What follows belongs to an exercise in optimizing a design on an open flow for small area; a production flow would make more cautious choices. In this exercise RTL edits were held to simulation tests only and were not proved equivalent to the original. Power figures rest on the tool's default switching activity, not on a simulated workload.

==> run a: inputs <==
==> flow/design.v <==
module reg_file_mp #(
  parameter int XLEN  = 32,
  parameter int NREGS = 32,
  parameter int NRD   = 2,
  localparam int AW   = $clog2(NREGS)
) (
  input  logic              clk,
  input  logic              rst,
  input  logic [NRD*AW-1:0] rs_addr,
  output logic [NRD*XLEN-1:0] rs_data,
  output logic [NRD-1:0]    rs_busy,
  input  logic              we,
  input  logic [AW-1:0]     rd,
  input  logic [XLEN-1:0]   rd_v,
  input  logic              alloc,
  input  logic [AW-1:0]     alloc_rd,
  output logic [AW:0]       busy_cnt
);
  logic [XLEN-1:0]     regs [NREGS];
  logic [NREGS-1:0]    busy;
  logic [NREGS-1:0]    busy_nxt;
  logic                wr_hit;
  logic                al_hit;
  logic                cnt_inc;
  logic                cnt_dec;
  logic [NRD*XLEN-1:0] rdat_nxt;
  logic [NRD-1:0]      rbsy_nxt;
  always_comb begin
    wr_hit   = we && (rd != '0);
    al_hit   = alloc && (alloc_rd != '0);
    busy_nxt = busy;
    if (wr_hit)
      busy_nxt[rd] = 1'b0;
    if (al_hit)
      busy_nxt[alloc_rd] = 1'b1;
    cnt_inc = al_hit && !busy[alloc_rd];
    cnt_dec = wr_hit && busy[rd] &&
              !(al_hit && (alloc_rd == rd));
  end
  always_ff @(posedge clk or posedge rst) begin
    if (rst) begin
      for (int i = 0; i < NREGS; i++)
        regs[i] <= '0;
      busy     <= '0;
      busy_cnt <= '0;
    end else begin
      if (wr_hit)
        regs[rd] <= rd_v;
      busy <= busy_nxt;
      unique case ({cnt_inc, cnt_dec})
        2'b10:   busy_cnt <= busy_cnt + 1'b1;
        2'b01:   busy_cnt <= busy_cnt - 1'b1;
        default: busy_cnt <= busy_cnt;
      endcase
    end
  end
  for (genvar g = 0; g < NRD; g++) begin : g_rd
    logic [AW-1:0]   ra;
    logic [XLEN-1:0] d;
    logic            b;
    assign ra = rs_addr[g*AW +: AW];
    always_comb begin
      d = regs[ra];
      b = busy[ra];
      if (ra == '0) begin
        d = '0;
        b = 1'b0;
      end
    end
    assign rdat_nxt[g*XLEN +: XLEN] = d;
    assign rbsy_nxt[g]              = b;
  end
  always_ff @(posedge clk or posedge rst) begin
    if (rst) begin
      rs_data <= '0;
      rs_busy <= '0;
    end else begin
      rs_data <= rdat_nxt;
      rs_busy <= rbsy_nxt;
    end
  end
endmodule
==> flow/run.sh <==
#!/bin/bash
# synth_recipe.tcl (not shown) runs the flow's synth.tcl, then flattens the netlist and writes it again
# the make line also repeats each setting of config.mk as NAME=value (left out here)
make -C /OpenROAD-flow-scripts/flow DESIGN_CONFIG=/design/flow/config.mk WORK_HOME=/design/flow/orfs CLKGATE_MAP_FILE= SYNTH_SCRIPT=/design/flow/synth_recipe.tcl finish
==> flow/config.mk <==
export PLATFORM = sky130hd
export DESIGN_NAME = reg_file_mp
export DESIGN_NICKNAME = reg_file_mp
export VERILOG_FILES = /design/flow/design.v
export SDC_FILE = /design/flow/constraint.sdc
export NUM_CORES = 4
export LEC_CHECK = 0
export CAP_MARGIN = 20
export CORE_MARGIN = 2
export CORE_UTILIZATION = 30
export SLEW_MARGIN = 20
==> flow/constraint.sdc <==
create_clock -name core_clock -period 5.0 [get_ports {clk}]
set_input_delay 1.0000 -clock core_clock [delete_from_list [all_inputs] [get_ports {clk}]]
set_output_delay 1.0000 -clock core_clock [all_outputs]
set_load 0.01 [all_outputs]
==> run b (differences from run a) <==
==> flow/design.v (replaced) <==
module rf_aoi3 (
  input  logic [2:0] s,
  input  logic [2:0] d,
  output logic       y_n
);
  assign y_n = ~|(s & d);
endmodule
module rf_aoi2 (
  input  logic [1:0] s,
  input  logic [1:0] d,
  output logic       y_n
);
  assign y_n = ~|(s & d);
endmodule
module rf_aoi1 (
  input  logic s,
  input  logic d,
  output logic y_n
);
  assign y_n = ~(s & d);
endmodule
module rf_rdbit #(
  parameter int N = 31
) (
  input  logic [N-1:0] s,
  input  logic [N-1:0] d,
  output logic         y
);
  localparam int N3 = N / 3;
  localparam int NR = N % 3;
  localparam int NG = N3 + (NR != 0 ? 1 : 0);
  logic [NG-1:0] yn;
  for (genvar k = 0; k < N3; k++) begin : g_aoi
    rf_aoi3 u (.s(s[3*k +: 3]), .d(d[3*k +: 3]), .y_n(yn[k]));
  end
  if (NR == 2) begin : g_r2
    rf_aoi2 u (.s(s[3*N3 +: 2]), .d(d[3*N3 +: 2]), .y_n(yn[N3]));
  end else if (NR == 1) begin : g_r1
    rf_aoi1 u (.s(s[3*N3]), .d(d[3*N3]), .y_n(yn[N3]));
  end
  assign y = ~&yn;
endmodule
module rf_dec (
  input  logic       en,
  input  logic [4:0] a,
  output logic [31:1] y
);
  logic [3:0] lo;
  logic [7:0] hi;
  always_comb begin
    for (int k = 0; k < 4; k++) lo[k] = en && (a[1:0] == 2'(k));
    for (int k = 0; k < 8; k++) hi[k] = (a[4:2] == 3'(k));
    for (int i = 1; i < 32; i++) y[i] = lo[i % 4] && hi[i / 4];
  end
endmodule
module reg_file_mp #(
  parameter int XLEN  = 32,
  parameter int NREGS = 32,
  parameter int NRD   = 2,
  localparam int AW   = $clog2(NREGS)
) (
  input  logic              clk,
  input  logic              rst,
  input  logic [NRD*AW-1:0] rs_addr,
  output logic [NRD*XLEN-1:0] rs_data,
  output logic [NRD-1:0]    rs_busy,
  input  logic              we,
  input  logic [AW-1:0]     rd,
  input  logic [XLEN-1:0]   rd_v,
  input  logic              alloc,
  input  logic [AW-1:0]     alloc_rd,
  output logic [AW:0]       busy_cnt
);
  logic [XLEN-1:0]     regs [1:NREGS-1];
  logic [NREGS-1:1]    valid;
  logic [NREGS-1:1]    busy;
  logic [NREGS-1:1]    wr_dec;
  logic [NREGS-1:1]    al_dec;
  logic                cnt_inc;
  logic                cnt_dec;
  logic [NRD*XLEN-1:0] rdat_nxt;
  logic [NRD-1:0]      rbsy_nxt;
  logic al_busy;
  logic wr_busy;
  logic al_hit;
  logic same_rd;
  rf_rdbit #(.N(NREGS-1)) u_albusy (.s(al_dec), .d(busy), .y(al_busy));
  rf_rdbit #(.N(NREGS-1)) u_wrbusy (.s(wr_dec), .d(busy), .y(wr_busy));
  always_comb begin
    al_hit  = alloc && (alloc_rd != '0);
    same_rd = alloc && (alloc_rd == rd);
    cnt_inc = al_hit && !al_busy;
    cnt_dec = wr_busy && !same_rd;
  end
  rf_dec u_wdec (.en(we),    .a(rd),       .y(wr_dec));
  rf_dec u_adec (.en(alloc), .a(alloc_rd), .y(al_dec));
  always_ff @(posedge clk) begin
    for (int i = 1; i < NREGS; i++)
      if (wr_dec[i])
        regs[i] <= rd_v;
  end
  always_ff @(posedge clk or posedge rst) begin
    if (rst) begin
      valid    <= '0;
      busy     <= '0;
      busy_cnt <= '0;
    end else begin
      valid <= valid | wr_dec;
      busy  <= (busy & ~wr_dec) | al_dec;
      unique case ({cnt_inc, cnt_dec})
        2'b10:   busy_cnt <= busy_cnt + 1'b1;
        2'b01:   busy_cnt <= busy_cnt - 1'b1;
        default: busy_cnt <= busy_cnt;
      endcase
    end
  end
  for (genvar g = 0; g < NRD; g++) begin : g_rd
    logic [AW-1:0]    ra;
    logic [NREGS-1:1] sel;
    logic [NREGS-1:1] sel_v;
    assign ra = rs_addr[g*AW +: AW];
    rf_dec u_rdec (.en(1'b1), .a(ra), .y(sel));
    assign sel_v = sel & valid;
    for (genvar j = 0; j < XLEN; j++) begin : g_bit
      logic [NREGS-1:1] col;
      for (genvar i = 1; i < NREGS; i++) begin : g_col
        assign col[i] = regs[i][j];
      end
      rf_rdbit #(.N(NREGS-1)) u_bit (.s(sel_v), .d(col), .y(rdat_nxt[g*XLEN + j]));
    end
    rf_rdbit #(.N(NREGS-1)) u_busy (.s(sel), .d(busy), .y(rbsy_nxt[g]));
  end
  always_ff @(posedge clk or posedge rst) begin
    if (rst) begin
      rs_data <= '0;
      rs_busy <= '0;
    end else begin
      rs_data <= rdat_nxt;
      rs_busy <= rbsy_nxt;
    end
  end
endmodule
Settings changed: CORE_UTILIZATION 30 to 45, CTS_CLUSTER_DIAMETER from default to 100, CTS_CLUSTER_SIZE from default to 25, SYNTH_HIERARCHICAL from default to 1, SYNTH_MINIMUM_KEEP_SIZE from default to 0.
==> run c (differences from run a) <==
==> flow/design.v (replaced) <==
module rf_aoi3 (
  input  logic [2:0] s,
  input  logic [2:0] d,
  output logic       y_n
);
  assign y_n = ~|(s & d);
endmodule
module rf_aoi2 (
  input  logic [1:0] s,
  input  logic [1:0] d,
  output logic       y_n
);
  assign y_n = ~|(s & d);
endmodule
module rf_aoi1 (
  input  logic s,
  input  logic d,
  output logic y_n
);
  assign y_n = ~(s & d);
endmodule
module rf_rdbit #(
  parameter int N = 31
) (
  input  logic [N-1:0] s,
  input  logic [N-1:0] d,
  output logic         y
);
  localparam int N3 = N / 3;
  localparam int NR = N % 3;
  localparam int NG = N3 + (NR != 0 ? 1 : 0);
  logic [NG-1:0] yn;
  for (genvar k = 0; k < N3; k++) begin : g_aoi
    rf_aoi3 u (.s(s[3*k +: 3]), .d(d[3*k +: 3]), .y_n(yn[k]));
  end
  if (NR == 2) begin : g_r2
    rf_aoi2 u (.s(s[3*N3 +: 2]), .d(d[3*N3 +: 2]), .y_n(yn[N3]));
  end else if (NR == 1) begin : g_r1
    rf_aoi1 u (.s(s[3*N3]), .d(d[3*N3]), .y_n(yn[N3]));
  end
  assign y = ~&yn;
endmodule
module rf_dec (
  input  logic       en,
  input  logic [4:0] a,
  output logic [31:1] y
);
  logic [3:0] lo;
  logic [7:0] hi;
  always_comb begin
    for (int k = 0; k < 4; k++) lo[k] = en && (a[1:0] == 2'(k));
    for (int k = 0; k < 8; k++) hi[k] = (a[4:2] == 3'(k));
    for (int i = 1; i < 32; i++) y[i] = lo[i % 4] && hi[i / 4];
  end
endmodule
module reg_file_mp #(
  parameter int XLEN  = 32,
  parameter int NREGS = 32,
  parameter int NRD   = 2,
  localparam int AW   = $clog2(NREGS)
) (
  input  logic              clk,
  input  logic              rst,
  input  logic [NRD*AW-1:0] rs_addr,
  output logic [NRD*XLEN-1:0] rs_data,
  output logic [NRD-1:0]    rs_busy,
  input  logic              we,
  input  logic [AW-1:0]     rd,
  input  logic [XLEN-1:0]   rd_v,
  input  logic              alloc,
  input  logic [AW-1:0]     alloc_rd,
  output logic [AW:0]       busy_cnt
);
  logic [XLEN-1:0]     regs [1:NREGS-1];
  logic [NREGS-1:1]    valid;
  logic [NREGS-1:1]    busy;
  logic [NREGS-1:1]    wr_dec;
  logic [NREGS-1:1]    al_dec;
  logic                cnt_inc;
  logic                cnt_dec;
  logic [NRD*XLEN-1:0] rdat_nxt;
  logic [NRD-1:0]      rbsy_nxt;
  logic al_busy;
  logic wr_busy;
  logic al_hit;
  logic same_rd;
  rf_rdbit #(.N(NREGS-1)) u_albusy (.s(al_dec), .d(busy), .y(al_busy));
  rf_rdbit #(.N(NREGS-1)) u_wrbusy (.s(wr_dec), .d(busy), .y(wr_busy));
  always_comb begin
    al_hit  = alloc && (alloc_rd != '0);
    same_rd = alloc && (alloc_rd == rd);
    cnt_inc = al_hit && !al_busy;
    cnt_dec = wr_busy && !same_rd;
  end
  rf_dec u_wdec (.en(we),    .a(rd),       .y(wr_dec));
  rf_dec u_adec (.en(alloc), .a(alloc_rd), .y(al_dec));
  always_ff @(posedge clk) begin
    for (int i = 1; i < NREGS; i++)
      if (wr_dec[i])
        regs[i] <= rd_v;
  end
  always_ff @(posedge clk or posedge rst) begin
    if (rst) begin
      valid    <= '0;
      busy     <= '0;
      busy_cnt <= '0;
    end else begin
      valid <= valid | wr_dec;
      busy  <= (busy & ~wr_dec) | al_dec;
      unique case ({cnt_inc, cnt_dec})
        2'b10:   busy_cnt <= busy_cnt + 1'b1;
        2'b01:   busy_cnt <= busy_cnt - 1'b1;
        default: busy_cnt <= busy_cnt;
      endcase
    end
  end
  for (genvar g = 0; g < NRD; g++) begin : g_rd
    logic [AW-1:0]    ra;
    logic [NREGS-1:1] sel;
    logic [NREGS-1:1] sel_v;
    assign ra = rs_addr[g*AW +: AW];
    rf_dec u_rdec (.en(1'b1), .a(ra), .y(sel));
    assign sel_v = sel & valid;
    for (genvar j = 0; j < XLEN; j++) begin : g_bit
      logic [NREGS-1:1] col;
      for (genvar i = 1; i < NREGS; i++) begin : g_col
        assign col[i] = regs[i][j];
      end
      rf_rdbit #(.N(NREGS-1)) u_bit (.s(sel_v), .d(col), .y(rdat_nxt[g*XLEN + j]));
    end
    rf_rdbit #(.N(NREGS-1)) u_busy (.s(sel), .d(busy), .y(rbsy_nxt[g]));
  end
  always_ff @(posedge clk or posedge rst) begin
    if (rst) begin
      rs_data <= '0;
      rs_busy <= '0;
    end else begin
      rs_data <= rdat_nxt;
      rs_busy <= rbsy_nxt;
    end
  end
endmodule
==> flow/flow/run.sh (new file) <==
#!/bin/bash
# Standard ORFS layout (the standard.sh, standard synthesis unchanged) with these
# changes: ports are buffered with the smallest buffer (buf_1) instead of the cell
# buffer_ports picks by default; CTS builds larger sink clusters and inserts no dummy
# loads; after global routing, non-critical gates are downsized (RECOVER_POWER).
# make's full output goes to standard_make.log; each step's log is under orfs/logs.
set -euo pipefail
cd "$(dirname "$0")/.."
bash standard.sh \
  "BUFFER_PORTS_ARGS=-buffer_cell sky130_fd_sc_hd__buf_1" \
  "CTS_ARGS=-sink_clustering_enable -repair_clock_nets -sink_clustering_size 25 -sink_clustering_max_diameter 100 -dont_use_dummy_load" \
  "RECOVER_POWER=100" \
  finish > standard_make.log 2>&1
==> flow/standard.sh (new file) <==
#!/bin/bash
# synth_recipe.tcl (not shown) runs the flow's synth.tcl, then flattens the netlist and writes it again
# the make line also repeats each setting of config.mk as NAME=value (left out here)
make -C /OpenROAD-flow-scripts/flow DESIGN_CONFIG=/design/flow/config.mk WORK_HOME=/design/flow/orfs CLKGATE_MAP_FILE= SYNTH_SCRIPT=/design/flow/synth_recipe.tcl "${@:-finish}"
Settings changed: CORE_UTILIZATION 30 to 45, SYNTH_HIERARCHICAL from default to 1, SYNTH_MINIMUM_KEEP_SIZE from default to 0.
removed: flow/run.sh
==> comparison table <==
metric                                                                                              run c                      run b                     run a
Starting density of the core                                                                       45.49%                     45.49%                    30.09%
Leading cell type in the layout, fill and taps excluded                         sky130_fd_sc_hd__edfxtp_1  sky130_fd_sc_hd__edfxtp_1  sky130_fd_sc_hd__dfrtp_1
Synthesized-area fraction occupied by xor and xnor cells                                          0.1590%                    0.1590%                   0.3070%
Met1 demand-to-capacity share in global routing                                                    41.13%                     42.14%                    35.29%
Power density cells                                                                          339.0 mW/mm2               342.0 mW/mm2              405.7 mW/mm2
Number of global-route vias before repair                                                          30,711                     30,876                    45,727
Leak                                                                                             15.37 nW                   16.11 nW                  27.45 nW
IR drop worst, VDD                                                                            0.0002561 V                0.0002575 V               0.0003569 V
Level count of the clock H-tree                                                                         2                          2                         3
Post-route setup slack                                                                          0.1846 ns                  0.6320 ns                 0.9053 ns
Power in combinational cells                                                                    0.00101 W                  0.00118 W                 0.00390 W
Post-Route WL                                                                                    155.7 mm                   159.1 mm                  269.5 mm
Run status                                                                     complete, but fails checks    complete, no violations   complete, no violations
Violated checks                                           max-capacitance violations, max-slew violations                          -                         -
Worst-margin pin slew                                                                            3.309 ns                   1.177 ns                  1.232 ns
Register cell area after layout                                                               0.03314 mm2                0.03314 mm2               0.02743 mm2
Register share of total power                                                                       66.0%                      63.5%                     47.9%
Vias                                                                                               31,408                     31,623                    47,385

re-timing with driven ports:
Ports are ideal in the flow. The routed layouts listed here were re-timed in OpenROAD. Step 1 sets driving cells, clkbuf_16 on the clock port and buf_2 on the other inputs (assumed; they add their load-dependent delay and slew). Step 2 times the ports against the registers' clock, not the clock port: input delays grow and output delays shrink by t, the midpoint of the rising clock arrivals with the driver on. Three values: ideal ports, drivers, drivers and shift; two values: the first two.
| run | t, ns | setup WS [ns] | worst setup path after step 2 | cell pins on the clock port's net |
|---|---|---|---|---|
| run a | 0.859 | 0.905 / 0.966 / 0.107 | input to register | 1 |
| run b | 0.713 | 0.632 / 0.675 / -0.038 | input to register | 1 |
| run c | 0.695 | 0.185 / 0.228 / -0.467 | input to register | 1 |
For run a, which loses most, drivers alone change the setup slack by +0.061 ns; drivers and shift together by -0.798 ns.
